What follows belongs to an exercise in optimizing a design on an open flow for small area, a short achievable clock period and few clock cycles per item; a production flow would make more cautious choices.

== v6 ==
// gregorian_date_difference_days
module gregorian_date_difference_days (
  input  logic        clk_i,
  input  logic        rst_ni,
  input  logic        s_axis_tvalid_i,
  output logic        s_axis_tready_o,
  input  logic [71:0] s_axis_tdata_i,
  output logic        m_axis_tvalid_o,
  input  logic        m_axis_tready_i,
  output logic [31:0] m_axis_tdata_o,
  output logic [0:0]  m_axis_tuser_o
);
==> flow/config.mk <==
export PLATFORM = sky130hd
export DESIGN_NAME = gregorian_date_difference_days
export DESIGN_NICKNAME = gregorian_date_difference_days
export VERILOG_FILES = /design/flow/design.v
export SDC_FILE = /design/flow/constraint.sdc
export NUM_CORES = 4
export LEC_CHECK = 0
export CAP_MARGIN = 20
export CORE_MARGIN = 2
export CORE_UTILIZATION = 50
export CTS_BUF_LIST = sky130_fd_sc_hd__clkbuf_4 sky130_fd_sc_hd__clkbuf_8
export SLEW_MARGIN = 20
export SYNTH_HIERARCHICAL = 1
export SYNTH_MINIMUM_KEEP_SIZE = 0
==> flow/constraint.sdc <==
create_clock -name core_clock -period 8.5 [get_ports {clk_i}]
set_input_delay 1.7000 -clock core_clock [delete_from_list [all_inputs] [get_ports {clk_i}]]
set_output_delay 1.7000 -clock core_clock [all_outputs]
set_load 0.01 [all_outputs]
standard.sh (not shown) runs the stock make flow with config.mk's settings and CLKGATE_MAP_FILE= SYNTH_SCRIPT=/design/flow/synth_recipe.tcl, a recipe that flattens the netlist after the stock synthesis.
==> flow/flow/run.sh <==
#!/bin/bash
# The standard layout, with the port buffers made from the platform's
# smallest plain buffer instead of the delay buffer the flow picks.
set -euo pipefail
export BUFFER_PORTS_ARGS="-buffer_cell sky130_fd_sc_hd__buf_1"
bash standard.sh > standard.log 2>&1
Input-level comparison between v7 and v6:
diff --git a/flow/design.v b/flow/design.v
--- a/flow/design.v
+++ b/flow/design.v
@@ -4,17 +4,15 @@
   localparam logic [8:0] FR12 = 9'd246;
   localparam logic [8:0] FR13 = 9'd266;
   localparam logic [8:0] FR18 = 9'd368;
   localparam logic [8:0] FR19 = 9'd388;
 endpackage
 module gdd_date_unit (
   input  logic [15:0] year_i,
-  input  logic        gt2_i,     
-  input  logic        okb_i,     
-  input  logic        f29_i,     
+  input  logic [1:0]  code_i,    
   output logic        ok_o,
   output logic [7:0]  hia_o,
   output logic [7:0]  hib_o,
   output logic        c9_o,
   output logic [1:0]  g_o,
   output logic        lp_o       
 );
@@ -104,16 +102,16 @@
   assign gt200 = r13 || (r12 && (y3 >= 4'd9));
   assign gt300 = r19 || (r18 && (y3 >= 4'd13));
   assign is100 = r6  && !r7  && (y3 == 4'd4);
   assign is200 = r12 && !r13 && (y3 == 4'd8);
   assign is300 = r18 && !r19 && (y3 == 4'd12);
   assign leap  = (y3[1:0] == 2'b00) && !is100 && !is200 && !is300;
   assign g_o   = {gt200, gt100 ^ gt200 ^ gt300};
-  assign lp_o = leap && gt2_i;
-  assign ok_o = okb_i || (f29_i && leap);
+  assign lp_o = leap && code_i[1] && code_i[0];
+  assign ok_o = code_i[1] || (code_i[0] && leap);
 endmodule
 module gdd_diff (
   input  logic [15:0] dy,       
   input  logic        dy16n,    
   input  logic [7:0]  nqz,      
   input  logic        nqz8n,    
   input  logic [1:0]  neg_,     
@@ -527,42 +525,48 @@
   assign sda_31 = scum[5] ^ sda_24;
   assign sda_32 = scum[6] ^ sda_22;
   assign sda_33 = scum[7] ^ sda_25;
   assign sda_34 = scum[8] ^ sda_21;
   assign sdoy = {sda_34, sda_33, sda_32, sda_31, sda_30, sda_29, sda_28, sda_27, sda_1};
   logic [15:0] ey1, sy1;
   logic [8:0]  edoy1, sdoy1;
-  logic        egt21, sgt21;
-  logic        dec1, inc1, tok1, eokb1, sokb1, ef291, sf291;
+  logic [1:0]  ecode1, scode1;
+  logic        dec1, inc1;
+  logic dlt, deq, tlt, teq;
+  assign dlt = {ey, em, ed} < {sy, sm, sd};
+  assign deq = {ey, em, ed} == {sy, sm, sd};
+  assign tlt = {eh, emi} < {sh, smi};
+  assign teq = {eh, emi} == {sh, smi};
+  logic tok, eokb, sokb, ef29, sf29;
+  assign tok  = (eh <= 5'd23) && (emi <= 6'd59) && (sh <= 5'd23) && (smi <= 6'd59);
+  assign eokb = (ed != 5'd0) && (ed <= month_len(em));
+  assign sokb = (sd != 5'd0) && (sd <= month_len(sm));
+  assign ef29 = (em == 4'd2) && (ed == 5'd29);
+  assign sf29 = (sm == 4'd2) && (sd == 5'd29);
   always_ff @(posedge clk_i) begin
     if (en) begin
       ey1   <= ey;
       sy1   <= sy;
       edoy1 <= edoy;
       sdoy1 <= sdoy;
-      egt21 <= (em > 4'd2);
-      sgt21 <= (sm > 4'd2);
-      dec1  <= ({ey, em, ed} > {sy, sm, sd}) && ({sh, smi} > {eh, emi});
-      inc1  <= ({ey, em, ed} < {sy, sm, sd}) && ({eh, emi} > {sh, smi});
-      tok1  <= (eh <= 5'd23) && (emi <= 6'd59) && (sh <= 5'd23) && (smi <= 6'd59);
-      eokb1 <= (ed != 5'd0) && (ed <= month_len(em));
-      sokb1 <= (sd != 5'd0) && (sd <= month_len(sm));
-      ef291 <= (em == 4'd2) && (ed == 5'd29);
-      sf291 <= (sm == 4'd2) && (sd == 5'd29);
+      ecode1 <= tok ? {eokb, eokb ? (em > 4'd2) : ef29} : 2'b00;
+      scode1 <= {sokb, sokb ? (sm > 4'd2) : sf29};
+      dec1   <= !dlt && !deq && tlt;
+      inc1   <= dlt && !tlt && !teq;
     end
   end
   logic       eok, sok, elp, slp, ec9, sc9;
   logic [7:0] ehia, ehib, shia, shib;
   logic [1:0] eg, sg;
   gdd_date_unit u_end (
-    .year_i(ey1), .gt2_i(egt21), .okb_i(eokb1), .f29_i(ef291),
+    .year_i(ey1), .code_i(ecode1),
     .ok_o(eok), .hia_o(ehia), .hib_o(ehib), .c9_o(ec9), .g_o(eg), .lp_o(elp)
   );
   gdd_date_unit u_start (
-    .year_i(sy1), .gt2_i(sgt21), .okb_i(sokb1), .f29_i(sf291),
+    .year_i(sy1), .code_i(scode1),
     .ok_o(sok), .hia_o(shia), .hib_o(shib), .c9_o(sc9), .g_o(sg), .lp_o(slp)
   );
   logic [16:0] dy;
   logic [8:0]  dqz;
   logic [10:0] du;
   logic        hq;
   assign hq  = (ey1[1:0] != 2'd0) && ((sy1[1:0] == 2'd0) || (ey1[1:0] < sy1[1:0]));
@@ -753,15 +757,15 @@
       nqz2   <= ~dqz[7:0];
       nqz8n2 <= dqz[8];
       neg2   <= ~eg;
       sg2    <= sg;
       du2    <= du;
       elp2   <= elp;
       nslp2  <= !slp;
-      ok2    <= eok && sok && tok1;
+      ok2    <= eok && sok;
     end
   end
   logic [25:0] days;
   gdd_diff u_diff (
     .dy(dy2), .dy16n(dy16n2), .nqz(nqz2), .nqz8n(nqz8n2),
     .neg_(neg2), .sg(sg2), .du(du2), .elp(elp2), .nslp(nslp2),
     .days_o(days)
Notes after the runs:
Per the final summary, v7 finished and its layout is clean on timing, DRC and antenna.
Re simple-gate share of the synthesized area: v6 and v7 aren't equal, and the lower value belongs to v6.
[diff] post-route standard cell area excluding fillers, v7 relative to v6: improvement
Clock-buffer cell count in v7 vs v6: down 1
Relative to v6, final period demand of the worst path has increased by 51 ps in v7.
Taking v6 as the reference point, the number of cells after detailed placement of v7 rises by 19.
Summary of v7 over v6: count of placed standard cells in the final layout, fillers left out increased about 0.9%, final-layout worst hold slack moved down.
No run of this note included a check of the RTL's function; only the layout flow was run.

separate check: timing with driven ports:
In the flow no input, the clock included, has a driving cell. The finished layouts below were timed again as built, in two steps. Step 1, drivers: a clkbuf_16 drives clk_i and a buf_2 each remaining input, both assumed. Step 2, shift: input delay + t, output delay - t, t = (earliest + latest rising clock arrival at the registers) / 2. This alone moves slack from input paths to output paths. Slacks: no drivers / after step 1 / after step 2; pairs: no drivers / after step 1.
run	shift t [ns]	setup slack, ns	worst setup path at the end	clock arrival spread, ns	worst register clock-pin slew, ns
v6	0.508	4.233 / 4.233 / 3.909	input to register	0.018 / 0.018	0.10 / 0.10
v7	0.496	4.183 / 4.183 / 3.857	input to register	0.016 / 0.016	0.09 / 0.09
After both steps setup and hold are still met in every run listed. For v7, which loses most, drivers alone change the setup slack by 0.000 ns; drivers and shift together by -0.326 ns.
